Context: an optimization exercise on an open-source flow, tuned for small area and a short achievable clock period. The choices shown serve that exercise and are no tape-out recipe.
In this exercise RTL edits were held to simulation tests only and were not proved equivalent to the original.
Power figures rest on the tool's default switching activity, not on a simulated workload.

**flow/config.mk**
```make
export PLATFORM = sky130hd
export DESIGN_NAME = ranker_top
export DESIGN_NICKNAME = ranker_top
export VERILOG_FILES = /design/flow/design.v
export SDC_FILE = /design/flow/constraint.sdc
export NUM_CORES = 4
export LEC_CHECK = 0
export CAP_MARGIN = 20
export CORE_MARGIN = 2
export CORE_UTILIZATION = 40
export CTS_BUF_LIST = sky130_fd_sc_hd__clkbuf_4 sky130_fd_sc_hd__clkbuf_8
export CTS_CLUSTER_SIZE = 15
export SETUP_SLACK_MARGIN = 4.5
export SLEW_MARGIN = 20
```
**flow/constraint.sdc**
```tcl
create_clock -name core_clock -period 7.5 [get_ports {clk}]
set_input_delay 1.5000 -clock core_clock [delete_from_list [all_inputs] [get_ports {clk}]]
set_output_delay 1.5000 -clock core_clock [all_outputs]
set_load 0.01 [all_outputs]
```
**flow/design.v**
```verilog
`timescale 1ns/1ps
package axil_pkg;
    localparam int addr_width = 16;
    localparam int data_width = 32;
    localparam int strb_width = 4;
    typedef enum logic [1:0] {
        resp_okay   = 2'b00,
        resp_slverr = 2'b10
    } resp_t;
    typedef enum logic [1:0] {
        wr_idle,
        wr_data,
        wr_resp
    } wr_state_t;
    typedef enum logic {
        rd_idle,
        rd_resp
    } rd_state_t;
endpackage
`timescale 1ns/1ps
package ranker_pkg;
    localparam logic [15:0] addr_control = 16'h0000;
    localparam logic [15:0] addr_status  = 16'h0004;
    localparam logic [15:0] addr_config  = 16'h0008;
    localparam logic [15:0] addr_hash_lo = 16'h0020;
    localparam logic [15:0] addr_hash_hi = 16'h0024;
    localparam logic [15:0] addr_seg_lo  = 16'h0028;
    localparam logic [15:0] addr_seg_hi  = 16'h002C;
    localparam logic [15:0] addr_pos_lo  = 16'h0030;
    localparam logic [15:0] addr_pos_hi  = 16'h0034;
    localparam logic [15:0] addr_score   = 16'h0038;
    localparam logic [15:0] addr_result  = 16'h003C;
    localparam int ctrl_valid_bit  = 1;
    localparam int status_done_bit = 1;
    localparam int status_rank_lo  = 16;
    typedef logic [63:0] key_t;
    typedef logic [31:0] score_t;
    typedef logic [15:0] rank_t;
endpackage
`timescale 1ns/1ps
`timescale 1ns/1ps
`timescale 1ns/1ps
`timescale 1ns/1ps
module ranker_top (
    input  logic                  clk,
    input  logic                  reset,
    input  logic [axil_pkg::addr_width-1:0] awaddr,
    input  logic                  awvalid,
    output logic                  awready,
    input  logic [axil_pkg::data_width-1:0] wdata,
    input  logic [axil_pkg::strb_width-1:0] wstrb,
    input  logic                  wvalid,
    output logic                  wready,
    output axil_pkg::resp_t                 bresp,
    output logic                  bvalid,
    input  logic                  bready,
    input  logic [axil_pkg::addr_width-1:0] araddr,
    input  logic                  arvalid,
    output logic                  arready,
    output logic [axil_pkg::data_width-1:0] rdata,
    output axil_pkg::resp_t                 rresp,
    output logic                  rvalid,
    input  logic                  rready,
    output logic                  irq_out
);
    localparam logic [3:0] w_control = 4'h0;
    localparam logic [3:0] w_status  = 4'h1;
    localparam logic [3:0] w_config  = 4'h2;
    localparam logic [3:0] w_hash_lo = 4'h8;
    localparam logic [3:0] w_hash_hi = 4'h9;
    localparam logic [3:0] w_seg_lo  = 4'hA;
    localparam logic [3:0] w_seg_hi  = 4'hB;
    localparam logic [3:0] w_pos_lo  = 4'hC;
    localparam logic [3:0] w_pos_hi  = 4'hD;
    localparam logic [3:0] w_score   = 4'hE;
    localparam logic [3:0] w_result  = 4'hF;
    function automatic logic writable(input logic [15:0] a);
        writable = (a[15:6] == 10'd0) && (a[1:0] == 2'd0) &&
                   (a[5:2] == w_control || a[5:2] == w_config ||
                    (a[5:2] >= w_hash_lo && a[5:2] != w_result));
    endfunction
    function automatic logic readable(input logic [15:0] a);
        readable = (a[15:6] == 10'd0) && (a[1:0] == 2'd0) &&
                   (a[5:2] <= w_config || a[5:2] >= w_hash_lo);
    endfunction
    logic       st_idle, st_data, st_resp;
    logic [3:0] aw_word;
    logic       aw_ok, aw_err;
    logic       wr_en;
    assign awready = st_idle;
    assign wready  = st_data;
    assign bvalid  = st_resp;
    assign bresp   = axil_pkg::resp_t'({aw_err, 1'b0});
    assign wr_en   = st_data && wvalid && aw_ok;
    always_ff @(posedge clk or posedge reset) begin
        if (reset) begin
            st_idle <= 1'b1;
            st_data <= 1'b0;
            st_resp <= 1'b0;
        end else begin
            if (st_idle && awvalid) st_idle <= 1'b0;
            else if (st_resp && bready) st_idle <= 1'b1;
            if (st_idle && awvalid) st_data <= 1'b1;
            else if (st_data && wvalid) st_data <= 1'b0;
            if (st_data && wvalid) st_resp <= 1'b1;
            else if (st_resp && bready) st_resp <= 1'b0;
        end
    end
    always_ff @(posedge clk) begin
        if (st_idle) begin
            aw_word <= awaddr[5:2];
            aw_ok   <= writable(awaddr);
            aw_err  <= !writable(awaddr);
        end
    end
    logic        live_q;
    logic [31:0] control_q, config_q, hash_lo_q, hash_hi_q, seg_lo_q, seg_hi_q;
    logic [31:0] pos_lo_q, pos_hi_q, score_q, result_q;
    logic        done_q;
    logic [31:0] wr_data;
    always_ff @(posedge clk or posedge reset) begin
        if (reset) live_q <= 1'b0;
        else       live_q <= 1'b1;
    end
    assign wr_data = live_q ? wdata : 32'd0;
    function automatic logic lane_en(input logic live, input logic wr, input logic [3:0] word,
                                     input logic [3:0] target, input logic strb);
        lane_en = !live || (wr && word == target && strb);
    endfunction
    always_ff @(posedge clk) begin
        for (int i = 0; i < 4; i++) begin
            if (lane_en(live_q, wr_en, aw_word, w_control, wstrb[i])) control_q[i*8 +: 8] <= wr_data[i*8 +: 8];
            if (lane_en(live_q, wr_en, aw_word, w_config,  wstrb[i])) config_q[i*8 +: 8]  <= wr_data[i*8 +: 8];
            if (lane_en(live_q, wr_en, aw_word, w_hash_lo, wstrb[i])) hash_lo_q[i*8 +: 8] <= wr_data[i*8 +: 8];
            if (lane_en(live_q, wr_en, aw_word, w_hash_hi, wstrb[i])) hash_hi_q[i*8 +: 8] <= wr_data[i*8 +: 8];
            if (lane_en(live_q, wr_en, aw_word, w_seg_lo,  wstrb[i])) seg_lo_q[i*8 +: 8]  <= wr_data[i*8 +: 8];
            if (lane_en(live_q, wr_en, aw_word, w_seg_hi,  wstrb[i])) seg_hi_q[i*8 +: 8]  <= wr_data[i*8 +: 8];
            if (lane_en(live_q, wr_en, aw_word, w_pos_lo,  wstrb[i])) pos_lo_q[i*8 +: 8]  <= wr_data[i*8 +: 8];
            if (lane_en(live_q, wr_en, aw_word, w_pos_hi,  wstrb[i])) pos_hi_q[i*8 +: 8]  <= wr_data[i*8 +: 8];
            if (lane_en(live_q, wr_en, aw_word, w_score,   wstrb[i])) score_q[i*8 +: 8]   <= wr_data[i*8 +: 8];
        end
    end
    logic [63:0] same;
    logic [31:0] diff1_q, diff2_q, res_diff_q;
    logic [6:0]  cnt_q;
    logic        run1_q, run2_q;
    assign same = ~({hash_hi_q, hash_lo_q} ^ {seg_hi_q, seg_lo_q});
    function automatic logic [1:0] fa(input logic a, input logic b, input logic c);
        fa = {(a & b) | (a & c) | (b & c), a ^ b ^ c};
    endfunction
    function automatic logic [1:0] ha(input logic a, input logic b);
        ha = {a & b, a ^ b};
    endfunction
    logic t1_1, t1_2, t1_3, t1_4, t1_5, t1_6, t1_7, t1_8, t1_9, t1_10, t1_11, t1_12, t1_13, t1_14, t1_15, t1_16, t1_17, t1_18, t1_19, t1_20, t1_21, t1_22, t1_23, t1_24, t1_25, t1_26, t1_27, t1_28, t1_29, t1_30, t1_31, t1_32, t1_33, t1_34, t1_35, t1_36, t1_37, t1_38, t1_39, t1_40, t1_41, t1_42, t1_43, t1_44, t1_45, t1_46, t1_47, t1_48, t1_49, t1_50, t1_51, t1_52, t1_53, t1_54, t1_55, t1_56, t1_57, t1_58, t1_59, t1_60, t1_61, t1_62, t1_63, t1_64, t1_65, t1_66, t1_67, t1_68, t1_69, t1_70, t1_71, t1_72, t1_73, t1_74, t1_75, t1_76, t1_77, t1_78, t1_79, t1_80, t1_81, t1_82, t1_83, t1_84, t1_85, t1_86, t1_87, t1_88;
    assign {t1_2, t1_1} = fa(same[0], same[1], same[2]);
    assign {t1_4, t1_3} = fa(same[3], same[4], same[5]);
    assign {t1_6, t1_5} = fa(same[6], same[7], same[8]);
    assign {t1_8, t1_7} = fa(same[9], same[10], same[11]);
    assign {t1_10, t1_9} = fa(same[12], same[13], same[14]);
    assign {t1_12, t1_11} = fa(same[15], same[16], same[17]);
    assign {t1_14, t1_13} = fa(same[18], same[19], same[20]);
    assign {t1_16, t1_15} = fa(same[21], same[22], same[23]);
    assign {t1_18, t1_17} = fa(same[24], same[25], same[26]);
    assign {t1_20, t1_19} = fa(same[27], same[28], same[29]);
    assign {t1_22, t1_21} = fa(same[30], same[31], same[32]);
    assign {t1_24, t1_23} = fa(same[33], same[34], same[35]);
    assign {t1_26, t1_25} = fa(same[36], same[37], same[38]);
    assign {t1_28, t1_27} = fa(same[39], same[40], same[41]);
    assign {t1_30, t1_29} = fa(same[42], same[43], same[44]);
    assign {t1_32, t1_31} = fa(same[45], same[46], same[47]);
    assign {t1_34, t1_33} = fa(same[48], same[49], same[50]);
    assign {t1_36, t1_35} = fa(same[51], same[52], same[53]);
    assign {t1_38, t1_37} = fa(same[54], same[55], same[56]);
    assign {t1_40, t1_39} = fa(same[57], same[58], same[59]);
    assign {t1_42, t1_41} = fa(same[60], same[61], same[62]);
    assign {t1_44, t1_43} = fa(same[63], t1_1, t1_3);
    assign {t1_46, t1_45} = fa(t1_5, t1_7, t1_9);
    assign {t1_48, t1_47} = fa(t1_11, t1_13, t1_15);
    assign {t1_50, t1_49} = fa(t1_17, t1_19, t1_21);
    assign {t1_52, t1_51} = fa(t1_23, t1_25, t1_27);
    assign {t1_54, t1_53} = fa(t1_29, t1_31, t1_33);
    assign {t1_56, t1_55} = fa(t1_35, t1_37, t1_39);
    assign {t1_58, t1_57} = fa(t1_41, t1_43, t1_45);
    assign {t1_60, t1_59} = fa(t1_47, t1_49, t1_51);
    assign {t1_62, t1_61} = fa(t1_2, t1_4, t1_6);
    assign {t1_64, t1_63} = fa(t1_8, t1_10, t1_12);
    assign {t1_66, t1_65} = fa(t1_14, t1_16, t1_18);
    assign {t1_68, t1_67} = fa(t1_20, t1_22, t1_24);
    assign {t1_70, t1_69} = fa(t1_26, t1_28, t1_30);
    assign {t1_72, t1_71} = fa(t1_32, t1_34, t1_36);
    assign {t1_74, t1_73} = fa(t1_38, t1_40, t1_42);
    assign {t1_76, t1_75} = fa(t1_44, t1_46, t1_48);
    assign {t1_78, t1_77} = fa(t1_50, t1_52, t1_54);
    assign {t1_80, t1_79} = fa(t1_56, t1_61, t1_63);
    assign {t1_82, t1_81} = fa(t1_65, t1_67, t1_69);
    assign {t1_84, t1_83} = fa(t1_62, t1_64, t1_66);
    assign {t1_86, t1_85} = fa(t1_68, t1_70, t1_72);
    assign {t1_88, t1_87} = ha(t1_84, t1_86);
    logic [20:0] tree1_q;
    always_ff @(posedge clk) begin
        tree1_q[0] <= t1_53;   
        tree1_q[1] <= t1_55;   
        tree1_q[2] <= t1_57;   
        tree1_q[3] <= t1_59;   
        tree1_q[4] <= t1_71;   
        tree1_q[5] <= t1_73;   
        tree1_q[6] <= t1_58;   
        tree1_q[7] <= t1_60;   
        tree1_q[8] <= t1_75;   
        tree1_q[9] <= t1_77;   
        tree1_q[10] <= t1_79;   
        tree1_q[11] <= t1_81;   
        tree1_q[12] <= t1_74;   
        tree1_q[13] <= t1_76;   
        tree1_q[14] <= t1_78;   
        tree1_q[15] <= t1_80;   
        tree1_q[16] <= t1_82;   
        tree1_q[17] <= t1_83;   
        tree1_q[18] <= t1_85;   
        tree1_q[19] <= t1_87;   
        tree1_q[20] <= t1_88;   
    end
    logic t2_1, t2_2, t2_3, t2_4, t2_5, t2_6, t2_7, t2_8, t2_9, t2_10, t2_11, t2_12, t2_13, t2_14, t2_15, t2_16, t2_17, t2_18, t2_19, t2_20, t2_21, t2_22, t2_23, t2_24, t2_25, t2_26;
    assign {t2_2, t2_1} = fa(tree1_q[0], tree1_q[1], tree1_q[2]);
    assign {t2_4, t2_3} = fa(tree1_q[4], tree1_q[5], tree1_q[6]);
    assign {t2_6, t2_5} = fa(tree1_q[7], tree1_q[8], tree1_q[9]);
    assign {t2_8, t2_7} = fa(tree1_q[10], tree1_q[11], t2_2);
    assign {t2_10, t2_9} = fa(t2_3, t2_5, t2_7);
    assign {t2_12, t2_11} = fa(tree1_q[12], tree1_q[13], tree1_q[14]);
    assign {t2_14, t2_13} = fa(tree1_q[15], tree1_q[16], tree1_q[17]);
    assign {t2_16, t2_15} = fa(tree1_q[18], t2_4, t2_6);
    assign {t2_18, t2_17} = fa(t2_11, t2_13, t2_8);
    assign {t2_20, t2_19} = fa(t2_15, t2_10, t2_17);
    assign {t2_22, t2_21} = fa(tree1_q[19], t2_12, t2_14);
    assign {t2_24, t2_23} = fa(t2_16, t2_21, t2_18);
    assign {t2_26, t2_25} = fa(tree1_q[20], t2_22, t2_24);
    logic [6:0] tree2a_q, tree2b_q;
    always_ff @(posedge clk) begin
        tree2a_q[0] <= tree1_q[3];
        tree2b_q[0] <= t2_1;
        tree2a_q[1] <= t2_9;
        tree2b_q[1] <= 1'b0;
        tree2a_q[2] <= t2_19;
        tree2b_q[2] <= 1'b0;
        tree2a_q[3] <= t2_20;
        tree2b_q[3] <= t2_23;
        tree2a_q[4] <= t2_25;
        tree2b_q[4] <= 1'b0;
        tree2a_q[5] <= t2_26;
        tree2b_q[5] <= 1'b0;
        tree2a_q[6] <= 1'b0;
        tree2b_q[6] <= 1'b0;
    end
    logic [6:0] cnt3;
    assign cnt3 = tree2a_q + tree2b_q;
    always_ff @(posedge clk) begin
        diff1_q <= score_q - {16'd0, pos_lo_q[15:0]};
        diff2_q <= diff1_q;
    end
    always_ff @(posedge clk or posedge reset) begin
        if (reset) begin
            run1_q <= 1'b0;
            run2_q <= 1'b0;
        end else begin
            run1_q <= control_q[ranker_pkg::ctrl_valid_bit] && live_q;
            run2_q <= run1_q;
        end
    end
    assign irq_out = run2_q;
    always_ff @(posedge clk or posedge reset) begin
        if (reset)       done_q <= 1'b0;
        else if (run2_q) done_q <= 1'b1;
    end
    always_ff @(posedge clk) begin
        if (run2_q) begin
            res_diff_q <= diff2_q;
            cnt_q      <= cnt3;
        end
    end
    assign result_q = res_diff_q + {17'd0, cnt_q, 8'd0};
    logic        rd_idle, rd_busy;
    logic [31:0] rd_word;
    logic        rd_ok;
    logic        rd_err;
    assign arready = rd_idle;
    assign rvalid  = rd_busy;
    assign rresp   = axil_pkg::resp_t'({rd_err, 1'b0});
    always_ff @(posedge clk or posedge reset) begin
        if (reset) begin
            rd_idle <= 1'b1;
            rd_busy <= 1'b0;
        end else begin
            if (arvalid && rd_idle) begin
                rd_idle <= 1'b0;
                rd_busy <= 1'b1;
            end else if (rd_busy && rready) begin
                rd_idle <= 1'b1;
                rd_busy <= 1'b0;
            end
        end
    end
    assign rd_ok = readable(araddr);
    always_comb begin
        case (araddr[5:2])
            w_control: rd_word = control_q;
            w_status:  rd_word = {9'd0, done_q ? cnt_q : 7'd0, 14'd0, done_q, 1'b0};
            w_config:  rd_word = config_q;
            w_hash_lo: rd_word = hash_lo_q;
            w_hash_hi: rd_word = hash_hi_q;
            w_seg_lo:  rd_word = seg_lo_q;
            w_seg_hi:  rd_word = seg_hi_q;
            w_pos_lo:  rd_word = pos_lo_q;
            w_pos_hi:  rd_word = pos_hi_q;
            w_score:   rd_word = score_q;
            w_result:  rd_word = done_q ? result_q : 32'd0;
            default:   rd_word = '0;
        endcase
        if (!rd_ok || !live_q) rd_word = '0;
    end
    always_ff @(posedge clk) begin
        if (rd_idle) begin
            rdata  <= rd_word;
            rd_err <= !rd_ok;
        end
    end
endmodule
```
**flow/flow/run.sh**
```bash
#!/bin/bash
# The standard layout, with plain buffers on the ports instead of the delay
# buffers buffer_ports picks by default. Every port still gets its buffer.
set -euo pipefail
export BUFFER_PORTS_ARGS="-buffer_cell sky130_fd_sc_hd__buf_2"
bash standard.sh > standard.log 2>&1
```
**flow/standard.sh**
```bash
#!/bin/bash
# synth_recipe.tcl (not shown) runs the flow's synth.tcl, then flattens the netlist and writes it again
# the make line also repeats each setting of config.mk as NAME=value (left out here)
make -C /OpenROAD-flow-scripts/flow DESIGN_CONFIG=/design/flow/config.mk WORK_HOME=/design/flow/orfs CLKGATE_MAP_FILE= SYNTH_SCRIPT=/design/flow/synth_recipe.tcl "${@:-finish}"
```
==> metrics.yaml, run 1 <==
place:
  dp.final_hpwl_microns: 35700
  postPlaceCellArea_sq_mm: 0.0209
  io_buffers: 114
  placed_cells: 2043
  post-place-ws_ns: 3.74
  globalplace.congestion: 0.844
layout:
  final_nets: 1670
  syn2layout_area_growth_pct: 17.7
  drive_above_1_share_pct: 21.6
  final_cells: 2187
  n_antenna_cell: 0
  final_cell_area_sq_mm: 0.0228
  final_util_pct: 47.7
sta:
  relSlewSlack_pct: 25.7
  worst_pin_slew_ns: 1.11
  hold_viol: 0
  setup_viol: 0
  slew_violations: 0
  hold_ws_ns: 0.317
  period_share_pct: 39.6
  fin_ws_ns: 4.53
  fmax_mhz: 337
  rsz0062_at_grt: "no"
  min_period_ns: 2.97
  skew_ns: 0.0256
  final.setup.tns_ns: 0
clock_tree:
  cts_tree: "done"
  cts_sinks: 468
  postCtsHoldBufs: 0
  htreeDepth: 3
  clock-root-buffer: "clkbuf_8"
  cts_buffers: 78
  insertion_delay_ns: 0.62
  path_clk_slew_ns: 0.07
  clockBufferDepth: 3
logic_synthesis:
  syn_inst: 1324
  synth_common_cells: "edfxtp_1 (366), dfxtp_1 (93), inv_1 (90)"
  synth_top_area_share_pct: 56.8
  ys_seq_area_share_pct: 67.6
  synth_edf_count: 366
  synth.distinct_cells: 59
  avgSynthCellArea_sq_um: 14.6
  async_reset_ff_share_pct: 1.92
  yosysMostFrequentCell: "edfxtp_1"
  synthTopCellsByArea: "edfxtp_1 (57%), dfxtp_1 (9.6%), fa_1 (6.0%)"
  yosys_warnings: 1
  netlist.top_cell.by_area: "edfxtp_1"
  ys.flop_type: "edfxtp_1"
  ys_ff_latch: 468
  syn_area_sq_mm: 0.0194
detailed_routing:
  drt_iter0_markers: 1684
  num_vias: 12000
  antenna_left: 0
  vias_per_cell: 5.51
  drc: 0
  first_pass_iters: 8
  routed_wl_microns: 52300
  wire_per_inst_microns: 23.9
setup_path:
  cp.arrival_ns: 3.43
  r2r_end: "rdata[30]$_SDFFCE_PP0P_"
  timing.reg2reg.setup_slack_ns: 4.58
  critPathMaxFanout: 21
  reg2reg_from: "cnt_q[0]$_DFFE_PP_"
  crit_type: "input port to flip-flop"
  critPathRequiredTime_ns: 7.96
  cpMaxStageDelayCell: "buf_4"
  reg2reg_depth: 10
  crit_chain: "buf_2 > nand2b_2 > nor2_4 > buf_4 > a22o_1 > a221oi_1 > and3_1 > o21a_1 > nor2_1"
  start_kind: "input port"
  end_kind: "flip-flop"
  slowest_delay_ns: 0.44
global_routing:
  first_global_vias: 12300
  track_usage_pct: 20.8
  grt_max_degree: 46
  overflow: 0
  antenna_found_initial: 2
  grt_pass1_wl_microns: 76100
job:
  max_cap_viol_count: 0
outcome:
  status: "finished clean"
floorplanning:
  coreArea_sq_mm: 0.0477
  ios: 117
  die_h_microns: 224
  die_area_sq_mm: 0.0502
  die_w_microns: 224
  start_util_pct: 40.6
  rows: 80
worst_hold_path:
  hold_end: "diff2_q[22]$_DFF_P_"
  whs_path_depth: 0
  hold_class: "flip-flop to flip-flop"
  min_from: "diff1_q[22]$_DFF_P_"
power_and_ir_drop:
  powerDensity_mw_per_mm2: 302
  ir_drop_uv: 154
  total_power_mw: 6.87
  p_leak_nw: 8.50
## cells by family after synthesis
| group | count (synthesis) | share of synthesized area (%) |
|---|---|---|
| compound gates | 275 | 10.2 |
| xor+xnor | 114 | 5.16 |
| fa+ha+maj | 85 | 7.74 |
| buf+inv | 141 | 2.81 |
| flops | 468 | 67.6 |
| mux | 2 | 0.103 |
| other cells | 2 | 0.0388 |
| simple gates | 237 | 6.35 |
## area by class of cell
type | count | area [sq um]
Fill cell | 4126 | 25000
Sequential cell | 468 | 13100
Multi-Input combinational cell | 716 | 5910
Clock buffer | 119 | 1470
Timing Repair Buffer | 156 | 943
Tap cell | 615 | 769
Inverter | 90 | 338
Clock inverter | 23 | 270
## how the worst max path moves through the flow
| stage | from | depth (start not counted) | to |
|---|---|---|---|
| 3_3_place_gp | araddr[2] | 9 | rdata[17]$_SDFFCE_PP0P_ |
| 6_report | araddr[2] | 9 | rdata[17]$_SDFFCE_PP0P_ |
| 2_1_floorplan | wvalid | 4 | config_q[0]$_DFFE_PP_ |
| 4_1_cts | run2_q$_DFF_PP0_ | 2 | irq_out |
| 5_1_grt | cnt_q[0]$_DFFE_PP_ | 10 | rdata[30]$_SDFFCE_PP0P_ |
| 3_5_place_dp | araddr[2] | 9 | rdata[17]$_SDFFCE_PP0P_ |
## cells in the final DEF, fill, tap and decap left out, types with 11 or more instances in the layout
master and instances:
edfxtp_1 366, buf_2 114, dfxtp_1 93, clkbuf_8 92, inv_1 90, xnor2_1 71
fa_1 58, nand2_1 56, a222oi_1 47, a22oi_1 46, xor2_1 43, o21ai_0 41
nor2_1 40, a21oi_1 38, buf_4 35, and2_1 34, nand3_1 28, ha_1 27
clkbuf_4 27, a221oi_1 17, a31oi_1 14, nand4_1 11, a22o_1 11
## per-layer routing
metal,GRT usage (%),wire length [microns]
met4,7.31,1340
met3,5.06,5200
met5,0,0
met2,33.1,24700
met1,27.8,21000
## state kept, by name, indices dropped and copies added, names as in the netlist, 6 cells and up
name and count:
cnt_q 7, config_q 32, control_q 32, diff1_q 32, diff2_q 32, hash_hi_q 32
hash_lo_q 32, pos_hi_q 32, pos_lo_q 32, rdata 32, res_diff_q 32, score_q 32
seg_hi_q 32, seg_lo_q 32, tree1_q 21, tree2a_q 6
## critical path, delay by kind of cell
family	cells	cell delay, ns
simple gates	4	0.99
buf+inv	2	0.60
compound gates	3	0.32
## where the power goes
part           switching [mW]  internal [mW]  total (mW)
logic                   0.664          0.444        1.11
clock network            1.01           1.46        2.47
registers               0.149           3.14        3.29
## what timing repair did
action	in CTS	in global routing
pin swaps	0	3
gates cloned	0	1
setup buffers	1	0
gates resized for setup	11	27
hold endpoints to repair	0	0
endpoints found under the setup margin	35	22
==> run 2: changes to the inputs <==
--- a/flow/config.mk
+++ b/flow/config.mk
@@ -7,2 +7,3 @@
 export LEC_CHECK = 0
+export ABC_AREA = 1
 export CAP_MARGIN = 20
@@ -10,4 +11,2 @@
 export CORE_UTILIZATION = 40
-export CTS_BUF_LIST = sky130_fd_sc_hd__clkbuf_4 sky130_fd_sc_hd__clkbuf_8
-export CTS_CLUSTER_SIZE = 15
 export SETUP_SLACK_MARGIN = 4.5
==> run 2 against run 1 <==
Net effect:
- sequential share of layout area shrank 2.2 points
- maximum frequency shrank 3.0%
- synthesized area up 6.5%
- cell count up 25%
- critical path depth shrank 4
- design area rose by 4.0%
- flip-flop and latch count unchanged
- largest cell class unchanged
- total power rose by 2.6%
==> metrics.yaml, run 2 <==
outcome:
  status: "finished clean"  # unchanged
global_routing:
  antenna_found_initial: 0  # was 2
  first_global_vias: 13900  # was 12,300
  overflow: 0  # unchanged
  grt_max_degree: 70  # was 46
  grt_pass1_wl_microns: 87700  # was 76,100 microns
  track_usage_pct: 22.4  # was 20.8%
clock_tree:
  clock-root-buffer: "clkbuf_16"  # was clkbuf_8
  cts_buffers: 48  # was 78
  cts_tree: "done"  # unchanged
  insertion_delay_ns: 0.58  # was 0.62 ns
  postCtsHoldBufs: 0  # unchanged
  path_clk_slew_ns: 0.06  # was 0.07 ns
  htreeDepth: 2  # was 3
  clockBufferDepth: 3  # unchanged
  cts_sinks: 468  # unchanged
detailed_routing:
  antenna_left: 0  # unchanged
  wire_per_inst_microns: 21.8  # was 23.9 microns
  routed_wl_microns: 59400  # was 52,300 microns
  drc: 0  # unchanged
  drt_iter0_markers: 1384  # was 1,684
  num_vias: 14000  # was 12,000
  first_pass_iters: 6  # was 8
  vias_per_cell: 5.12  # was 5.51
logic_synthesis:
  yosys_warnings: 1  # unchanged
  ys_seq_area_share_pct: 63.5  # was 67.6%
  synthTopCellsByArea: "edfxtp_1 (53%), nand2_1 (9.4%), dfxtp_1 (9.0%)"  # was edfxtp_1 (57%), dfxtp_1 (9.6%), fa_1 (6.0%)
  ys.flop_type: "edfxtp_1"  # unchanged
  async_reset_ff_share_pct: 1.92  # unchanged
  synth_common_cells: "nand2_1 (515), edfxtp_1 (366), inv_1 (213)"  # was edfxtp_1 (366), dfxtp_1 (93), inv_1 (90)
  syn_area_sq_mm: 0.0206  # was 0.0194 sq mm
  syn_inst: 1861  # was 1,324
  yosysMostFrequentCell: "nand2_1"  # was edfxtp_1
  synth_edf_count: 366  # unchanged
  avgSynthCellArea_sq_um: 11.1  # was 14.6 sq um
  synth.distinct_cells: 42  # was 59
  synth_top_area_share_pct: 53.3  # was 56.8%
  netlist.top_cell.by_area: "edfxtp_1"  # unchanged
  ys_ff_latch: 468  # unchanged
place:
  globalplace.congestion: 0.950  # was 0.844
  io_buffers: 114  # unchanged
  dp.final_hpwl_microns: 43800  # was 35,700 microns
power_and_ir_drop:
  switching_share_pct: 28.0  # was 26.6%
  p_switching_mw: 1.97  # was 1.83 mW
  clock_power_share_pct: 33.3  # was 36.0%
  p_seq_share_pct: 48.2  # was 47.9%
  powerDensity_mw_per_mm2: 297  # was 302 mW/mm^2
  power_frac_comb_pct: 18.5  # was 16.1%
  p_leak_nw: 9.83  # was 8.50 nW
  ir_drop_uv: 164  # was 154 uV
  power.internal_mw: 5.07  # was 5.04 mW
floorplanning:
  die_h_microns: 231  # was 224 microns
  ios: 117  # unchanged
  rows: 83  # was 80
  die_area_sq_mm: 0.0534  # was 0.0502 sq mm
  coreArea_sq_mm: 0.0511  # was 0.0477 sq mm
  start_util_pct: 40.3  # was 40.6%
  die_w_microns: 231  # was 224 microns
setup_path:
  start_kind: "input port"  # unchanged
  crit_path_start: "wvalid"  # was araddr[2]
  reg2reg_from: "hash_hi_q[0]$_DFFE_PP_"  # was cnt_q[0]$_DFFE_PP_
  end_kind: "flip-flop"  # unchanged
  cp.arrival_ns: 3.27  # was 3.43 ns
  critPathRequiredTime_ns: 7.71  # was 7.96 ns
  critPathMaxFanout: 8  # was 21
  crit_type: "input port to flip-flop"  # unchanged
layout:
  final_cell_mix: "nand2_1 (513), edfxtp_1 (366), inv_1 (213)"  # was edfxtp_1 (366), buf_2 (114), dfxtp_1 (93)
  final_util_pct: 46.4  # was 47.7%
  syn2layout_area_growth_pct: 15.0  # was 17.7%
  final_nets: 2169  # was 1,670
  drive_above_1_share_pct: 12.1  # was 21.6%
  layout_commonest_cell: "nand2_1"  # was edfxtp_1
  n_antenna_cell: 0  # unchanged
sta:
  skew_ns: 0.0277  # was 0.0256 ns
  hold_ws_ns: 0.322  # was 0.317 ns
  setup_viol: 0  # unchanged
  final.setup.tns_ns: 0  # unchanged
  min_period_ns: 3.06  # was 2.97 ns
  relSlewSlack_pct: 37.8  # was 25.7%
  worst_pin_slew_ns: 0.933  # was 1.11 ns
  rsz0062_at_grt: "yes"  # was no
  hold_viol: 0  # unchanged
  fmax_mhz: 327  # was 337 MHz
  slew_violations: 0  # unchanged
  period_share_pct: 40.8  # was 39.6%
worst_hold_path:
  min_from: "diff1_q[15]$_DFF_P_"  # was diff1_q[22]$_DFF_P_
  hold_class: "flip-flop to flip-flop"  # unchanged
job:
  max_cap_viol_count: 0  # unchanged
[run 2: changes by cell type in the layout (fill, tap and decap cells not counted), moves of 27 or more]
| cell | change |
|---|---|
| inv_1 | +123 |
| clkbuf_4 | -27 |
| clkbuf_8 | -86 |
| nand2_1 | +457 |
| and2_1 | -32 |
| a21oi_1 | +29 |
| a222oi_1 | -47 |
| nand3_1 | +71 |
| clkbuf_16 | +48 |
| nor2_1 | +55 |
| a22oi_1 | -46 |
[run 2: worst max-delay path: stages]
cell and delay (ns):
buf_2 0.10, nand3_1 0.12, nor3b_1 0.40, nand3_1 0.41, o21ai_1 0.72
[run 2: final cells by class]
class                   instances  area, sq um
inverters                     214          803
clock buffers                  72         1370
well taps                     680          851
multi-input cells            1138         6630
flip-flops and latches        468        13100
repair buffers                139          790
clock inverters                16          163
fillers                      4697        27400
[run 2: per-layer routing]
metal	routed length, microns	up-vias	global-route usage [%]
met4	1890	0	7.16
met1	24700	6790	30.1
met2	27200	598	35.6
met5	0	-	0
li1	-	6483	-
met3	5620	101	5.71
[run 2: cells by family after synthesis]
family                     after synthesis  synth area share, %
adders and majority gates               85                 7.27
and+or+nand+nor                        799                 16.2
xor gates and xnor gates                87                 3.70
DFF                                    468                 63.5
other                                    2               0.0364
buffers and inverters                  256                 4.90
AOI/OAI and AO/OA                      164                 4.42
[run 2: worst paths after layout]
check / endpoint / slack [ns] / cells after the start
max reg2reg: tree1_q[3]$_DFF_P_ / 4.98 / 4
min in group asynchronous: st_resp$_DFFE_PP0P_ / 0.97 / 2
max in group asynchronous: live_q$_DFF_PP0_ / 6.11 / 2
min: diff2_q[15]$_DFF_P_ / 0.32 / 0
min reg2reg: diff2_q[15]$_DFF_P_ / 0.32 / 0
max: seg_hi_q[17]$_DFFE_PP_ / 4.44 / 5
[run 2: power by group through the flow]
stage / combinational [mW] / sequential [mW] / clock (mW)
floorplan: 0.741 / 3.45 / 0
global placement: 1.20 / 3.49 / 0
detailed placement: 1.24 / 3.50 / 0
CTS: 1.29 / 3.43 / 2.38
global route: 1.47 / 3.43 / 2.47
finish: 1.30 / 3.40 / 2.35
[run 2: per-stage QoR]
step                      setup slack [ns]  power (mW)  std cells  area (sq um)
final                                 4.44        7.05       2727         23700
after global placement                3.63        4.69       2632         22000
after global routing                  4.30        7.38       2727         23700
after floorplan                       4.39        4.19       1862         20600
after detailed placement              3.54        4.74       2633         22000
after CTS                             4.34        7.09       2722         23600
[run 2: timing repair]
action | 4_1_cts | 5_1_grt
pin swaps | 0 | 1
resized for setup | 21 | 21
endpoints found under the setup margin | 146 | 146
buffers inserted | 1 | 4
==> run 3: changes to the inputs <==
--- a/flow/config.mk
+++ b/flow/config.mk
@@ -7,3 +7,3 @@
 export LEC_CHECK = 0
-export ABC_AREA = 1
+export ABC_CLOCK_PERIOD_IN_PS = 2500
 export CAP_MARGIN = 20
==> run 3 against run 2 <==
Net effect:
- cell count decreased by 22%
- routed wire length decreased by 13%
- critical path depth increased by 4
- largest cell class unchanged
- sequential power decreased by 3%
- core utilization increased by 0.99 points
==> metrics.yaml, run 3 <==
place:
  post-place-ws_ns: 3.74  # was 3.54 ns
  postPlaceCellArea_sq_mm: 0.0209  # was 0.0220 sq mm
  globalplace.congestion: 0.844  # was 0.950
  io_buffers: 114  # unchanged
  dp.final_hpwl_microns: 35700  # was 43,800 microns
floorplanning:
  die_area_sq_mm: 0.0502  # was 0.0534 sq mm
  die_h_microns: 224  # was 231 microns
  die_w_microns: 224  # was 231 microns
  start_util_pct: 40.6  # was 40.3%
  coreArea_sq_mm: 0.0477  # was 0.0511 sq mm
  rows: 80  # was 83
  ios: 117  # unchanged
layout:
  final_cell_area_sq_mm: 0.0226  # was 0.0237 sq mm
  final_nets: 1639  # was 2,169
  layout_commonest_cell: "edfxtp_1"  # was nand2_1
  drive_above_1_share_pct: 18.3  # was 12.1%
  n_antenna_cell: 0  # unchanged
  final_cell_mix: "edfxtp_1 (366), buf_2 (114), dfxtp_1 (93)"  # was nand2_1 (513), edfxtp_1 (366), inv_1 (213)
  syn2layout_area_growth_pct: 16.8  # was 15.0%
  fillers: 4103  # was 4,697
power_and_ir_drop:
  p_leak_nw: 8.36  # was 9.83 nW
  ir_drop_uv: 151  # was 164 uV
  powerDensity_mw_per_mm2: 301  # was 297 mW/mm^2
setup_path:
  critPathMaxFanout: 32  # was 8
  crit_chain: "buf_2 > nand2b_2 > nor2_2 > buf_6 > a222oi_1 > nand3_1 > a221oi_4 > o21a_1 > nor2_1"  # was buf_2 > nand3_1 > nor3b_1 > nand3_1 > o21ai_1
  critPathRequiredTime_ns: 7.80  # was 7.71 ns
  start_kind: "input port"  # unchanged
  slowest_delay_ns: 0.39  # was 0.72 ns
  cpMaxStageDelayCell: "a222oi_1"  # was o21ai_1
  cp.arrival_ns: 3.27  # about the same
  crit_type: "input port to flip-flop"  # unchanged
  end_kind: "flip-flop"  # unchanged
clock_tree:
  htreeDepth: 2  # unchanged
  path_clk_slew_ns: 0.06  # about the same
  insertion_delay_ns: 0.57  # was 0.58 ns
  cts_buffers: 48  # unchanged
  cts_tree: "done"  # unchanged
  cts_sinks: 468  # unchanged
  clockBufferDepth: 3  # unchanged
  clock-root-buffer: "clkbuf_16"  # unchanged
sta:
  hold_ws_ns: 0.324  # was 0.322 ns
  rsz0062_at_grt: "yes"  # unchanged
  hold_viol: 0  # unchanged
  setup_viol: 0  # unchanged
  relSlewSlack_pct: 26.0  # was 37.8%
  final.setup.tns_ns: 0  # unchanged
  fin_ws_ns: 4.53  # was 4.44 ns
  fmax_mhz: 337  # was 327 MHz
  worst_pin_slew_ns: 1.10  # was 0.933 ns
  skew_ns: 0.0150  # was 0.0277 ns
  min_period_ns: 2.97  # was 3.06 ns
  slew_violations: 0  # unchanged
  period_share_pct: 39.6  # was 40.8%
detailed_routing:
  routed_wl_microns: 51500  # was 59,400 microns
  drt_iter0_markers: 1510  # was 1,384
  vias_per_cell: 5.56  # was 5.12
  drc: 0  # unchanged
  first_pass_iters: 8  # was 6
  num_vias: 11800  # was 14,000
  antenna_left: 0  # unchanged
  wire_per_inst_microns: 24.2  # was 21.8 microns
global_routing:
  grt_pass1_wl_microns: 75600  # was 87,700 microns
  first_global_vias: 12000  # was 13,900
  grt_max_degree: 46  # was 70
  antenna_found_initial: 0  # unchanged
  track_usage_pct: 20.6  # was 22.4%
  overflow: 0  # unchanged
logic_synthesis:
  yosysMostFrequentCell: "edfxtp_1"  # was nand2_1
  ys.flop_type: "edfxtp_1"  # unchanged
  synthTopCellsByArea: "edfxtp_1 (57%), dfxtp_1 (9.6%), fa_1 (6.0%)"  # was edfxtp_1 (53%), nand2_1 (9.4%), dfxtp_1 (9.0%)
  ys_ff_latch: 468  # unchanged
  synth_edf_count: 366  # unchanged
  synth_top_area_share_pct: 56.8  # was 53.3%
  avgSynthCellArea_sq_um: 14.6  # was 11.1 sq um
  syn_inst: 1324  # was 1,861
  syn_area_sq_mm: 0.0194  # was 0.0206 sq mm
  netlist.top_cell.by_area: "edfxtp_1"  # unchanged
  async_reset_ff_share_pct: 1.92  # unchanged
  synth_common_cells: "edfxtp_1 (366), dfxtp_1 (93), inv_1 (90)"  # was nand2_1 (515), edfxtp_1 (366), inv_1 (213)
  yosys_warnings: 1  # unchanged
  ys_seq_area_share_pct: 67.6  # was 63.5%
  synth.distinct_cells: 59  # was 42
job:
  max_cap_viol_count: 0  # unchanged
worst_hold_path:
  hold_class: "flip-flop to flip-flop"  # unchanged
outcome:
  status: "finished clean"  # unchanged
## run 3: final cells by class
| type | instances | area [sq um] | area share (%) |
|---|---|---|---|
| clock buffer | 63 | 1330 | 5.88 |
| clock inverter | 25 | 255 | 1.13 |
| inverter | 90 | 338 | 1.49 |
| multi-input combinational | 716 | 5910 | 26.1 |
| sequential | 468 | 13100 | 57.9 |
| tap | 615 | 769 | 3.40 |
| timing repair buffer | 155 | 930 | 4.11 |
## run 3: stage by stage
step                      power [mW]  util [%]  instances
after CTS                       6.86      47.1       2132
after global placement          4.41      43.7       2043
final                           6.80      47.4       2132
after floorplan                 4.02         -       1325
after global routing            7.13      47.4       2132
after detailed placement        4.45      43.7       2043
## run 3: per-layer routing
layer  GRT usage [%]  up-vias  part of all wire [%]
met1            28.0     5921                    41
met5               0        -                     0
met4            6.90        0                   2.5
li1                -     5274                     -
met2            33.2      570                    48
met3            4.12       83                   9.0
## run 3: power breakdown
part | leakage (nW) | switching (mW) | internal (mW)
combinational | 3.02 | 0.667 | 0.446
sequential | 4.55 | 0.149 | 3.14
clock | 0.787 | 0.980 | 1.42
total | 8.36 | 1.80 | 5.01
## run 3: worst paths after layout
path	to	start	slack (ns)	cells past startpoint
min reg2reg	diff2_q[13]$_DFF_P_	diff1_q[13]$_DFF_P_	0.32	0
min in group asynchronous	st_data$_DFFE_PP0P_	reset	0.92	2
max in group asynchronous	st_idle$_DFFE_PP1P_	reset	6.26	2
min	diff2_q[13]$_DFF_P_	diff1_q[13]$_DFF_P_	0.32	0
max reg2reg	rdata[30]$_SDFFCE_PP0P_	cnt_q[0]$_DFFE_PP_	4.64	10
max	rdata[23]$_SDFFCE_PP0P_	araddr[4]	4.53	9
## run 3: cells by family (layout without fill, tap and decap cells)
| family | Yosys count | in the layout | synth area share [%] |
|---|---|---|---|
| DFF | 468 | 468 | 67.6 |
| AOI/OAI and AO/OA | 275 | 275 | 10.2 |
| and+or+nand+nor | 237 | 237 | 6.35 |
| buffers and inverters | 141 | 333 | 2.81 |
| xor gates and xnor gates | 114 | 114 | 5.16 |
| adders and majority gates | 85 | 85 | 7.74 |
| other | 2 | 3 | 0.0388 |
| muxes | 2 | 2 | 0.103 |
## run 3: timing repair
item | in CTS | in global routing
resized for setup | 15 | 27
cloned | 0 | 0
hold endpoints to repair | 0 | 0
endpoints found under the setup margin | 49 | 34
pin swaps | 0 | 3
setup buffers | 1 | 0
hold buffers | 0 | 0
## run 3: critical path: cells and delay by family
kind            cells  cell delay, ns
compound gates      3            0.84
simple gates        4            0.51
buf+inv             2            0.40
==> run 4: changes to the inputs <==
--- a/flow/config.mk
+++ b/flow/config.mk
@@ -7,3 +7,2 @@
 export LEC_CHECK = 0
-export ABC_CLOCK_PERIOD_IN_PS = 2500
 export CAP_MARGIN = 20
==> run 4 against run 3 <==
Net effect:
- routed wire length is the same
- non-clock buffer count stayed put
- worst setup slack is the same
- sequential share of layout area is the same
- flip-flop and latch count did not move
- largest power group unchanged
- design area unchanged
- still clean on timing, DRC and antenna
- register-to-register slack barely moved
==> metrics.yaml, run 4 <==
logic_synthesis:
  synthTopCellsByArea: "edfxtp_1 (57%), dfxtp_1 (9.6%), fa_1 (6.0%)"  # unchanged
  ys.flop_type: "edfxtp_1"  # unchanged
  synth_common_cells: "edfxtp_1 (366), dfxtp_1 (93), inv_1 (90)"  # unchanged
  async_reset_ff_share_pct: 1.92  # unchanged
  syn_area_sq_mm: 0.0194  # unchanged
  ys_seq_area_share_pct: 67.6  # unchanged
  synth_top_area_share_pct: 56.8  # unchanged
  netlist.top_cell.by_area: "edfxtp_1"  # unchanged
  yosys_warnings: 1  # unchanged
  yosysMostFrequentCell: "edfxtp_1"  # unchanged
  ys_ff_latch: 468  # unchanged
  avgSynthCellArea_sq_um: 14.6  # unchanged
  synth_edf_count: 366  # unchanged
  synth.distinct_cells: 59  # unchanged
  syn_inst: 1324  # unchanged
power_and_ir_drop:
  p_leak_nw: 8.36  # unchanged
  ir_drop_uv: 151  # unchanged
  powerDensity_mw_per_mm2: 301  # unchanged
layout:
  drive_above_1_share_pct: 18.3  # unchanged
  layout_commonest_cell: "edfxtp_1"  # unchanged
  final_nets: 1639  # unchanged
  syn2layout_area_growth_pct: 16.8  # unchanged
  fillers: 4103  # unchanged
  final_cell_mix: "edfxtp_1 (366), buf_2 (114), dfxtp_1 (93)"  # unchanged
  final_cell_area_sq_mm: 0.0226  # unchanged
  n_antenna_cell: 0  # unchanged
sta:
  setup_viol: 0  # unchanged
  relSlewSlack_pct: 26.0  # unchanged
  hold_viol: 0  # unchanged
  final.setup.tns_ns: 0  # unchanged
  min_period_ns: 2.97  # unchanged
  fmax_mhz: 337  # unchanged
  period_share_pct: 39.6  # unchanged
  worst_pin_slew_ns: 1.10  # unchanged
  rsz0062_at_grt: "yes"  # unchanged
  slew_violations: 0  # unchanged
  skew_ns: 0.0150  # unchanged
worst_hold_path:
  whs_path_depth: 0  # unchanged
  hold_end: "diff2_q[13]$_DFF_P_"  # unchanged
  hold_class: "flip-flop to flip-flop"  # unchanged
  min_from: "diff1_q[13]$_DFF_P_"  # unchanged
setup_path:
  start_kind: "input port"  # unchanged
  reg2reg_depth: 10  # unchanged
  end_kind: "flip-flop"  # unchanged
  r2r_end: "rdata[30]$_SDFFCE_PP0P_"  # unchanged
  critPathMaxFanout: 32  # unchanged
  timing.reg2reg.setup_slack_ns: 4.64  # about the same
  cp.arrival_ns: 3.27  # about the same
  crit_type: "input port to flip-flop"  # unchanged
  critPathRequiredTime_ns: 7.80  # about the same
  reg2reg_from: "cnt_q[0]$_DFFE_PP_"  # unchanged
detailed_routing:
  routed_wl_microns: 51500  # unchanged
  drt_iter0_markers: 1510  # unchanged
  vias_per_cell: 5.56  # unchanged
  antenna_left: 0  # unchanged
  drc: 0  # unchanged
  num_vias: 11800  # unchanged
  wire_per_inst_microns: 24.2  # unchanged
  first_pass_iters: 8  # unchanged
clock_tree:
  cts_buffers: 48  # unchanged
  clockBufferDepth: 3  # unchanged
  postCtsHoldBufs: 0  # unchanged
  htreeDepth: 2  # unchanged
  insertion_delay_ns: 0.57  # about the same
  path_clk_slew_ns: 0.06  # about the same
  clock-root-buffer: "clkbuf_16"  # unchanged
  cts_sinks: 468  # unchanged
  cts_tree: "done"  # unchanged
global_routing:
  use_met2_pct: 33.2  # unchanged
  met3_usage_pct: 4.12  # unchanged
  use_met1_pct: 28.0  # unchanged
  grt_pass1_wl_microns: 75600  # unchanged
  track_usage_pct: 20.6  # unchanged
  first_global_vias: 12000  # unchanged
  top_usage_layer: "met2"  # unchanged
  overflow: 0  # unchanged
  grt_max_degree: 46  # unchanged
  antenna_found_initial: 0  # unchanged
place:
  globalplace.congestion: 0.844  # unchanged
  io_buffers: 114  # unchanged
  postPlaceCellArea_sq_mm: 0.0209  # unchanged
  dp.final_hpwl_microns: 35700  # unchanged
floorplanning:
  start_util_pct: 40.6  # unchanged
  die_area_sq_mm: 0.0502  # unchanged
  die_w_microns: 224  # unchanged
  ios: 117  # unchanged
  coreArea_sq_mm: 0.0477  # unchanged
  rows: 80  # unchanged
  die_h_microns: 224  # unchanged
job:
  max_cap_viol_count: 0  # unchanged
outcome:
  status: "finished clean"  # unchanged
-- run 4: cell counts in the layout (fill, tap and decap cells not counted) --
Identical to the previous run, type by type.
-- run 4: routing by layer --
metal / part of all wire (%) / wire (microns) / vias to the layer above
met2: 48 / 24500 / 570
met5: 0 / 0 / -
met3: 9.0 / 4650 / 83
li1: - / - / 5274
met1: 41 / 21100 / 5921
met4: 2.5 / 1270 / 0
-- run 4: what timing repair did --
item,4_1_cts,5_1_grt
endpoints found under the setup margin,49,34
hold endpoints to repair,0,0
gates resized for setup,15,27
setup buffers,1,0
pin swaps,0,3
-- run 4: power breakdown --
part / internal (mW) / total, mW / switching, mW
registers: 3.14 / 3.29 / 0.149
clock network: 1.42 / 2.40 / 0.980
logic: 0.446 / 1.11 / 0.667
-- run 4: kinds of logic (layout without fill, tap and decap cells) --
kind of cell,count (synthesis),count (layout),synth area share [%]
flops,468,468,67.6
compound gates,275,275,10.2
simple gates,237,237,6.35
buf+inv,141,333,2.81
xor+xnor,114,114,5.16
fa+ha+maj,85,85,7.74
other cells,2,3,0.0388
mux,2,2,0.103
-- run 4: how the worst max path moves through the flow --
| stage | start | to | slack (ns) | depth (start not counted) |
|---|---|---|---|---|
| floorplan | wvalid | config_q[0]$_DFFE_PP_ | 4.49 | 4 |
| global placement | araddr[2] | rdata[17]$_SDFFCE_PP0P_ | 3.77 | 9 |
| detailed placement | araddr[2] | rdata[17]$_SDFFCE_PP0P_ | 3.74 | 9 |
| CTS | run2_q$_DFF_PP0_ | irq_out | 4.41 | 2 |
| global route | araddr[4] | rdata[23]$_SDFFCE_PP0P_ | 4.41 | 9 |
| finish | araddr[4] | rdata[23]$_SDFFCE_PP0P_ | 4.53 | 9 |
-- run 4: through the flow --
stage / util, % / cells / worst slack, ns / hold WS, ns / total power [mW]
after floorplan: - / 1325 / 4.49 / 0.310 / 4.02
after global placement: 43.7 / 2043 / 3.77 / 0.310 / 4.41
after detailed placement: 43.7 / 2043 / 3.74 / 0.312 / 4.45
after CTS: 47.1 / 2132 / 4.41 / 0.321 / 6.86
after global routing: 47.4 / 2132 / 4.41 / 0.330 / 7.13
final: 47.4 / 2132 / 4.53 / 0.324 / 6.80
-- run 4: critical path, cell delays in order --
cell,delay [ns]
buf_2,0.18
nand2b_2,0.22
nor2_2,0.06
buf_6,0.22
a222oi_1,0.39
nand3_1,0.19
a221oi_4,0.28
o21a_1,0.17
nor2_1,0.04
-- run 4: area by class of cell --
type | count | area, sq um | area share [%]
inverters | 90 | 338 | 1.49
clock inverters | 25 | 255 | 1.13
well taps | 615 | 769 | 3.40
repair buffers | 155 | 930 | 4.11
clock buffers | 63 | 1330 | 5.88
multi-input cells | 716 | 5910 | 26.1
flip-flops and latches | 468 | 13100 | 57.9
==> run 5: changes to the inputs <==
--- a/flow/config.mk
+++ b/flow/config.mk
@@ -10,2 +10,5 @@
 export CORE_UTILIZATION = 40
+export CTS_BUF_LIST = sky130_fd_sc_hd__clkbuf_8 sky130_fd_sc_hd__clkbuf_16
+export CTS_CLUSTER_DIAMETER = 100
+export CTS_CLUSTER_SIZE = 30
 export SETUP_SLACK_MARGIN = 4.5
==> run 5 against run 4 <==
Net effect:
- maximum frequency decreased by 1.8%
- via count decreased by 2.2%
- core utilization is 2.2 points lower
- global-route usage fell by 0.61 points
- critical path depth did not move
- critical endpoint unchanged
- total power down 17%
- sequential power about the same
- flip-flop and latch count stayed put
- still clean
- worst hold slack better by 0.0093 ns
==> metrics.yaml, run 5 <==
clock_tree:
  cts_buffers: 19  # was 48
  cts_sinks: 468  # unchanged
  path_clk_slew_ns: 0.11  # was 0.06 ns
  clockBufferDepth: 3  # unchanged
  cts_tree: "done"  # unchanged
  clock-root-buffer: "clkbuf_16"  # unchanged
  insertion_delay_ns: 0.55  # was 0.57 ns
  htreeDepth: 1  # was 2
floorplanning:
  rows: 80  # unchanged
  ios: 117  # unchanged
  start_util_pct: 40.6  # unchanged
  die_area_sq_mm: 0.0502  # unchanged
  die_h_microns: 224  # unchanged
  die_w_microns: 224  # unchanged
  coreArea_sq_mm: 0.0477  # unchanged
setup_path:
  crit_buf_inv: 2  # unchanged
  reg2reg_from: "cnt_q[0]$_DFFE_PP_"  # unchanged
  crit_cells: 9  # unchanged
  cpMaxStageDelayCell: "a222oi_1"  # unchanged
  r2r_end: "rdata[30]$_SDFFCE_PP0P_"  # unchanged
  critPathRequiredTime_ns: 7.79  # was 7.80 ns
  cp.arrival_ns: 3.31  # was 3.27 ns
  timing.reg2reg.setup_slack_ns: 4.60  # was 4.64 ns
  critPathMaxFanout: 32  # unchanged
  crit_path_start: "araddr[4]"  # unchanged
  cp_top_family: "compound AO/OA/AOI/OAI gates"  # unchanged
  start_kind: "input port"  # unchanged
  crit_type: "input port to flip-flop"  # unchanged
  end_kind: "flip-flop"  # unchanged
  crit_chain: "buf_2 > nand2b_2 > nor2_2 > buf_6 > a222oi_1 > nand3_1 > a221oi_4 > o21a_1 > nor2_1"  # unchanged
  slowest_delay_ns: 0.41  # was 0.39 ns
  reg2reg_depth: 10  # unchanged
  crit_path_end: "rdata[23]$_SDFFCE_PP0P_"  # unchanged
layout:
  syn2layout_area_growth_pct: 11.4  # was 16.8%
  final_cells: 2077  # was 2,132
  final-seq-area_sq_mm: 0.0131  # unchanged
  drive_above_1_share_pct: 15.5  # was 18.3%
  final_cell_mix: "edfxtp_1 (366), buf_2 (114), inv_1 (102)"  # was edfxtp_1 (366), buf_2 (114), dfxtp_1 (93)
  n_antenna_cell: 0  # unchanged
  fillers: 4208  # was 4,103
  multi_input_area_sq_mm: 0.00592  # was 0.00591 sq mm
  final_nets: 1610  # was 1,639
  layout_commonest_cell: "edfxtp_1"  # unchanged
sta:
  fmax_mhz: 331  # was 337 MHz
  relSlewSlack_pct: 29.4  # was 26.0%
  hold_viol: 0  # unchanged
  final.setup.tns_ns: 0  # unchanged
  period_share_pct: 40.3  # was 39.6%
  min_period_ns: 3.02  # was 2.97 ns
  slew_violations: 0  # unchanged
  rsz0062_at_grt: "yes"  # unchanged
  skew_ns: 0.0228  # was 0.0150 ns
  setup_viol: 0  # unchanged
  worst_pin_slew_ns: 1.05  # was 1.10 ns
outcome:
  status: "finished clean"  # unchanged
power_and_ir_drop:
  ir_drop_uv: 168  # was 151 uV
  p_leak_nw: 7.88  # was 8.36 nW
  powerDensity_mw_per_mm2: 261  # was 301 mW/mm^2
logic_synthesis:
  ys_ff_latch: 468  # unchanged
  async_reset_ff_share_pct: 1.92  # unchanged
  synth_top_area_share_pct: 56.8  # unchanged
  avgSynthCellArea_sq_um: 14.6  # unchanged
  yosys_warnings: 1  # unchanged
  netlist.top_cell.by_area: "edfxtp_1"  # unchanged
  ys_seq_area_share_pct: 67.6  # unchanged
  synth_common_cells: "edfxtp_1 (366), dfxtp_1 (93), inv_1 (90)"  # unchanged
  synth_edf_count: 366  # unchanged
  synth.distinct_cells: 59  # unchanged
  synthTopCellsByArea: "edfxtp_1 (57%), dfxtp_1 (9.6%), fa_1 (6.0%)"  # unchanged
  ys.flop_type: "edfxtp_1"  # unchanged
  syn_inst: 1324  # unchanged
  syn_area_sq_mm: 0.0194  # unchanged
  yosysMostFrequentCell: "edfxtp_1"  # unchanged
job:
  max_cap_viol_count: 0  # unchanged
detailed_routing:
  drt_iter0_markers: 1501  # was 1,510
  vias_per_cell: 5.58  # was 5.56
  num_vias: 11600  # was 11,800
  antenna_left: 0  # unchanged
  routed_wl_microns: 50500  # was 51,500 microns
  drc: 0  # unchanged
  wire_per_inst_microns: 24.3  # was 24.2 microns
  first_pass_iters: 9  # was 8
worst_hold_path:
  hold_class: "flip-flop to flip-flop"  # unchanged
  whs_path_depth: 0  # unchanged
global_routing:
  overflow: 0  # unchanged
  grt_pass1_wl_microns: 73900  # was 75,600 microns
  grt_max_degree: 46  # unchanged
  antenna_found_initial: 1  # was 0
  first_global_vias: 11600  # was 12,000
  track_usage_pct: 20.0  # was 20.6%
place:
  io_buffers: 114  # unchanged
  dp.final_hpwl_microns: 35700  # unchanged
  globalplace.congestion: 0.844  # unchanged
  placed_cells: 2043  # unchanged
run 5: final cells by class:
type | count | share of cell area, %
multi-input combinational | 716 | 27.4
timing repair buffer | 155 | 4.29
clock buffer | 19 | 2.20
inverter | 90 | 1.57
sequential | 468 | 60.6
clock inverter | 14 | 0.284
tap | 615 | 3.57
run 5: per-stage QoR:
stage	util, %	setup slack (ns)	cell area, sq um	hold WS, ns	total power, mW
2_1_floorplan	-	4.49	19400	0.310	4.02
3_3_place_gp	43.7	3.77	20800	0.310	4.41
3_5_place_dp	43.7	3.74	20900	0.312	4.45
4_1_cts	44.9	4.41	21500	0.336	5.67
5_1_grt	45.2	4.33	21600	0.340	5.93
6_report	45.2	4.48	21600	0.333	5.63
run 5: worst min path at each step:
stage | slack, ns | start | end
after floorplan | 0.31 | diff1_q[0]$_DFF_P_ | diff2_q[0]$_DFF_P_
after global placement | 0.31 | diff1_q[10]$_DFF_P_ | diff2_q[10]$_DFF_P_
after detailed placement | 0.31 | diff1_q[25]$_DFF_P_ | diff2_q[25]$_DFF_P_
after CTS | 0.34 | diff1_q[23]$_DFF_P_ | diff2_q[23]$_DFF_P_
after global routing | 0.34 | tree1_q[3]$_DFF_P_ | tree2a_q[0]$_DFF_P_
final | 0.33 | diff1_q[24]$_DFF_P_ | diff2_q[24]$_DFF_P_
run 5: power by group:
part           leakage [nW]  internal, mW  switching, mW
Sequential             4.55          3.14          0.149
Clock                 0.308         0.474          0.771
Combinational          3.02         0.440          0.661
Total                  7.88          4.05           1.58
run 5: what timing repair did:
item,CTS,global route
gates resized for setup,15,27
hold buffers,0,0
setup endpoints to repair,54,34
setup buffers,1,0
pin swaps,1,3
run 5: logic make-up after synthesis:
group                      Yosys count  share of synthesized area, %
and+or+nand+nor                    237                          6.35
DFF                                468                          67.6
muxes                                2                         0.103
other                                2                        0.0388
adders and majority gates           85                          7.74
buffers and inverters              141                          2.81
xor gates and xnor gates           114                          5.16
AOI/OAI and AO/OA                  275                          10.2
run 5: layer usage:
layer	share of wire (%)	global-route usage, %	vias up
li1	-	-	5189
met2	48	32.7	520
met1	41	27.7	5813
met4	2.3	5.20	2
met5	0.032	0	-
met3	8.9	3.58	59
==> run 6: changes to the inputs <==
--- a/flow/design.v
+++ b/flow/design.v
@@ -90,2 +90,4 @@
     assign awready = st_idle;
+    logic       aw_idle;
+    assign aw_idle = !(st_data || st_resp);
     assign wready  = st_data;
@@ -100,5 +102,5 @@
         end else begin
-            if (st_idle && awvalid) st_idle <= 1'b0;
+            if (aw_idle && awvalid) st_idle <= 1'b0;
             else if (st_resp && bready) st_idle <= 1'b1;
-            if (st_idle && awvalid) st_data <= 1'b1;
+            if (aw_idle && awvalid) st_data <= 1'b1;
             else if (st_data && wvalid) st_data <= 1'b0;
@@ -109,3 +111,3 @@
     always_ff @(posedge clk) begin
-        if (st_idle) begin
+        if (aw_idle) begin
             aw_word <= awaddr[5:2];
@@ -145,3 +147,3 @@
     logic [6:0]  cnt_q;
-    logic        run1_q, run2_q;
+    logic        run1_q, run2_q, res_en_q;
     assign same = ~({hash_hi_q, hash_lo_q} ^ {seg_hi_q, seg_lo_q});
@@ -269,2 +271,3 @@
     assign irq_out = run2_q;
+    always_ff @(posedge clk) res_en_q <= run1_q;
     always_ff @(posedge clk or posedge reset) begin
@@ -274,3 +277,3 @@
     always_ff @(posedge clk) begin
-        if (run2_q) begin
+        if (res_en_q) begin
             res_diff_q <= diff2_q;
@@ -292,3 +295,3 @@
         end else begin
-            if (arvalid && rd_idle) begin
+            if (arvalid && !rd_busy) begin
                 rd_idle <= 1'b0;
@@ -320,3 +323,3 @@
     always_ff @(posedge clk) begin
-        if (rd_idle) begin
+        if (!rd_busy) begin
             rdata  <= rd_word;
--- a/flow/config.mk
+++ b/flow/config.mk
@@ -10,5 +10,2 @@
 export CORE_UTILIZATION = 40
-export CTS_BUF_LIST = sky130_fd_sc_hd__clkbuf_8 sky130_fd_sc_hd__clkbuf_16
-export CTS_CLUSTER_DIAMETER = 100
-export CTS_CLUSTER_SIZE = 30
 export SETUP_SLACK_MARGIN = 4.5
==> run 6 against run 5 <==
Net effect:
- combinational power up about 10%
- maximum frequency up 3.0%
- clock-buffer cell count up 48
- sequential share of layout area down 3.2 points
- clock power up 110%
- critical endpoint is now diff1_q[30]$_DFF_P_
- design area up 5.7%
- sequential power up 2%
- synthesized area up 0.67%
- synthesized cell count up 0.53%
- critical path depth down 1
==> metrics.yaml, run 6 <==
floorplanning:
  rows: 80  # unchanged
  die_area_sq_mm: 0.0505  # was 0.0502 sq mm
  die_h_microns: 225  # was 224 microns
  die_w_microns: 225  # was 224 microns
  ios: 117  # unchanged
  coreArea_sq_mm: 0.0479  # was 0.0477 sq mm
  start_util_pct: 40.7  # was 40.6%
logic_synthesis:
  syn_area_sq_mm: 0.0195  # was 0.0194 sq mm
  ys.flop_type: "edfxtp_1"  # unchanged
  synth.distinct_cells: 61  # was 59
  yosysMostFrequentCell: "edfxtp_1"  # unchanged
  netlist.top_cell.by_area: "edfxtp_1"  # unchanged
  synth-compound-area-share_pct: 11.1  # was 10.2%
  synth_simple_gate_area_share_pct: 6.33  # was 6.35%
  muxShareOfSynthArea_pct: 0.0514  # was 0.103%
  async_reset_ff_share_pct: 1.92  # about the same
  synth_edf_count: 366  # unchanged
  syn_inst: 1331  # was 1,324
  yosys.area_share.adder_pct: 7.69  # was 7.74%
  avgSynthCellArea_sq_um: 14.6  # about the same
  synth_top_area_share_pct: 56.4  # was 56.8%
  ys_ff_latch: 469  # was 468
  synth_common_cells: "edfxtp_1 (366), dfxtp_1 (94), inv_1 (87)"  # was edfxtp_1 (366), dfxtp_1 (93), inv_1 (90)
  yosys_warnings: 1  # unchanged
  synthTopCellsByArea: "edfxtp_1 (56%), dfxtp_1 (9.7%), fa_1 (6.0%)"  # was edfxtp_1 (57%), dfxtp_1 (9.6%), fa_1 (6.0%)
  synth-xor-area-share_pct: 4.76  # was 5.16%
  ys_seq_area_share_pct: 67.2  # was 67.6%
  synth_top_family_by_area: "compound AO/OA/AOI/OAI gates"  # unchanged
place:
  placed_cells: 2042  # was 2,043
  globalplace.congestion: 0.813  # was 0.844
  postPlaceCellArea_sq_mm: 0.0210  # was 0.0209 sq mm
  io_buffers: 114  # unchanged
  dp.final_hpwl_microns: 36100  # was 35,700 microns
setup_path:
  cp.arrival_ns: 3.44  # was 3.31 ns
  critPathRequiredTime_ns: 8.00  # was 7.79 ns
  critPathMaxFanout: 5  # was 32
  cpMaxStageDelayCell: "or4b_1"  # was a222oi_1
  crit_chain: "ha_1 > fa_1 > nand2b_4 > a2111o_1 > and3_4 > o31a_4 > or4b_1 > o211ai_1"  # was buf_2 > nand2b_2 > nor2_2 > buf_6 > a222oi_1 > nand3_1 > a221oi_4 > o21a_1 > nor2_1
  crit_buf_inv: 0  # was 2
  reg2reg_depth: 8  # was 10
  crit_type: "flip-flop to flip-flop"  # was input port to flip-flop
  end_kind: "flip-flop"  # unchanged
  crit_cells: 8  # was 9
  cp_top_family: "simple AND/OR/NAND/NOR gates"  # was compound AO/OA/AOI/OAI gates
  slowest_delay_ns: 0.53  # was 0.41 ns
  start_kind: "flip-flop"  # was input port
clock_tree:
  cts_tree: "done"  # unchanged
  insertion_delay_ns: 0.59  # was 0.55 ns
  clock-root-buffer: "clkbuf_16"  # unchanged
  htreeDepth: 2  # was 1
  path_clk_slew_ns: 0.06  # was 0.11 ns
  cts_buffers: 49  # was 19
  cts_sinks: 469  # was 468
  clockBufferDepth: 3  # unchanged
detailed_routing:
  vias_per_cell: 5.64  # was 5.58
  wire_per_inst_microns: 24.8  # was 24.3 microns
  routed_wl_microns: 52900  # was 50,500 microns
  num_vias: 12000  # was 11,600
  first_pass_iters: 9  # unchanged
  drc: 0  # unchanged
  drt_iter0_markers: 1526  # was 1,501
  antenna_left: 0  # unchanged
layout:
  drive_above_1_share_pct: 17.9  # was 15.5%
  final_cell_mix: "edfxtp_1 (366), buf_2 (111), dfxtp_1 (93)"  # was edfxtp_1 (366), buf_2 (114), inv_1 (102)
  syn2layout_area_growth_pct: 17.0  # was 11.4%
  final_nets: 1640  # was 1,610
  final_cell_area_sq_mm: 0.0228  # was 0.0216 sq mm
  layout_commonest_cell: "edfxtp_1"  # unchanged
  n_antenna_cell: 0  # unchanged
  final_cells: 2133  # was 2,077
sta:
  final.setup.tns_ns: 0  # unchanged
  relSlewSlack_pct: 32.0  # was 29.4%
  slew_violations: 0  # unchanged
  worst_pin_slew_ns: 1.02  # was 1.05 ns
  fmax_mhz: 341  # was 331 MHz
  skew_ns: 0.0198  # was 0.0228 ns
  min_period_ns: 2.93  # was 3.02 ns
  setup_viol: 0  # unchanged
  rsz0062_at_grt: "yes"  # unchanged
  period_share_pct: 39.1  # was 40.3%
  hold_viol: 0  # unchanged
job:
  max_cap_viol_count: 0  # unchanged
power_and_ir_drop:
  p_leak_nw: 8.46  # was 7.88 nW
  total_power_mw: 7.09  # was 5.63 mW
  ir_drop_uv: 158  # was 168 uV
  powerDensity_mw_per_mm2: 311  # was 261 mW/mm^2
global_routing:
  track_usage_pct: 21.0  # was 20.0%
  antenna_found_initial: 0  # was 1
  overflow: 0  # unchanged
  grt_pass1_wl_microns: 77200  # was 73,900 microns
  grt_max_degree: 43  # was 46
  first_global_vias: 12000  # was 11,600
worst_hold_path:
  hold_class: "flip-flop to flip-flop"  # unchanged
  whs_path_depth: 0  # unchanged
outcome:
  status: "finished clean"  # unchanged
[run 6: cells by family (layout without fill, tap and decap cells)]
group | count (synthesis) | in the layout
buffers and inverters | 141 | 327
adders and majority gates | 85 | 85
AOI/OAI and AO/OA | 303 | 303
muxes | 1 | 1
and+or+nand+nor | 224 | 224
other | 2 | 3
xor gates and xnor gates | 106 | 106
DFF | 469 | 469
[run 6: final cells by class]
class                      count  area (sq um)
tap                          615           769
clock buffer                  67          1470
sequential                   469         13100
inverter                      87           327
fill                        4064         25100
clock inverter                22           250
multi-input combinational    722          6010
timing repair buffer         151           876
[run 6: final timing paths]
kind | startpoint | to | slack [ns]
max | pos_lo_q[0]$_DFFE_PP_ | diff1_q[30]$_DFF_P_ | 4.57
min | diff1_q[29]$_DFF_P_ | diff2_q[29]$_DFF_P_ | 0.32
max reg2reg | pos_lo_q[0]$_DFFE_PP_ | diff1_q[30]$_DFF_P_ | 4.57
min reg2reg | diff1_q[29]$_DFF_P_ | diff2_q[29]$_DFF_P_ | 0.32
max in group asynchronous | reset | st_idle$_DFFE_PP1P_ | 6.34
min in group asynchronous | reset | st_data$_DFFE_PP0P_ | 0.87
[run 6: report_power, final]
| part | switching [mW] | internal [mW] |
|---|---|---|
| clock | 1.00 | 1.55 |
| sequential | 0.165 | 3.16 |
| combinational | 0.724 | 0.487 |
[run 6: stage by stage]
step                util (%)  hold WS, ns  setup slack [ns]
floorplan                  -        0.310              4.47
global placement        43.7        0.310              3.73
detailed placement      43.7        0.312              3.77
CTS                     47.5        0.325              4.49
global route            47.6        0.330              4.41
finish                  47.6        0.321              4.57
[run 6: timing repair]
| item | CTS | global route |
|---|---|---|
| pin swaps | 3 | 5 |
| setup endpoints to repair | 50 | 50 |
| hold buffers | 0 | 0 |
| setup buffers | 1 | 1 |
| gates resized for setup | 12 | 13 |
[run 6: per-layer routing]
layer	share of wire (%)	up-vias	GRT usage, %
li1	-	5349	-
met1	41	5989	28.0
met2	48	589	34.3
met3	7.9	111	4.02
met4	3.6	0	8.14
met5	0	-	0

[afterwards: timing with drivers on the ports]
Ports are ideal in the flow. The routed layouts listed here were re-timed in OpenROAD. Step 1 (the two cells are an assumption about what drives the block):
set clk [get_ports {clk}]
set_driving_cell -lib_cell sky130_fd_sc_hd__clkbuf_16 $clk
set_driving_cell -lib_cell sky130_fd_sc_hd__buf_2 [delete_from_list [all_inputs] $clk]
Step 2 moves the port delays by t, midway between the first and last clock arrival at a register: inputs arrive t later, outputs are due t later. That takes back most of the time a late clock gives input paths. a / b / c = ideal ports / drivers / drivers and shift; a / b = the first two.
| run | t (ns) | slack for setup (ns) | hold slack, ns |
|---|---|---|---|
| run 1 | 0.661 | 4.529 / 4.500 / 3.898 | 0.317 / 0.317 / 0.317 |
| run 2 | 0.629 | 4.438 / 4.476 / 3.848 | 0.322 / 0.322 / 0.322 |
| run 3 | 0.617 | 4.534 / 4.558 / 3.942 | 0.324 / 0.324 / 0.324 |
| run 4 | 0.617 | 4.534 / 4.558 / 3.942 | 0.324 / 0.324 / 0.324 |
| run 5 | 0.592 | 4.480 / 4.505 / 3.913 | 0.333 / 0.333 / 0.333 |
| run 6 | 0.633 | 4.567 / 4.567 / 3.987 | 0.321 / 0.321 / 0.321 |
After both steps every run listed still meets setup and hold. For run 1, which loses most, drivers alone change the setup slack by -0.029 ns; drivers and shift together by -0.631 ns.
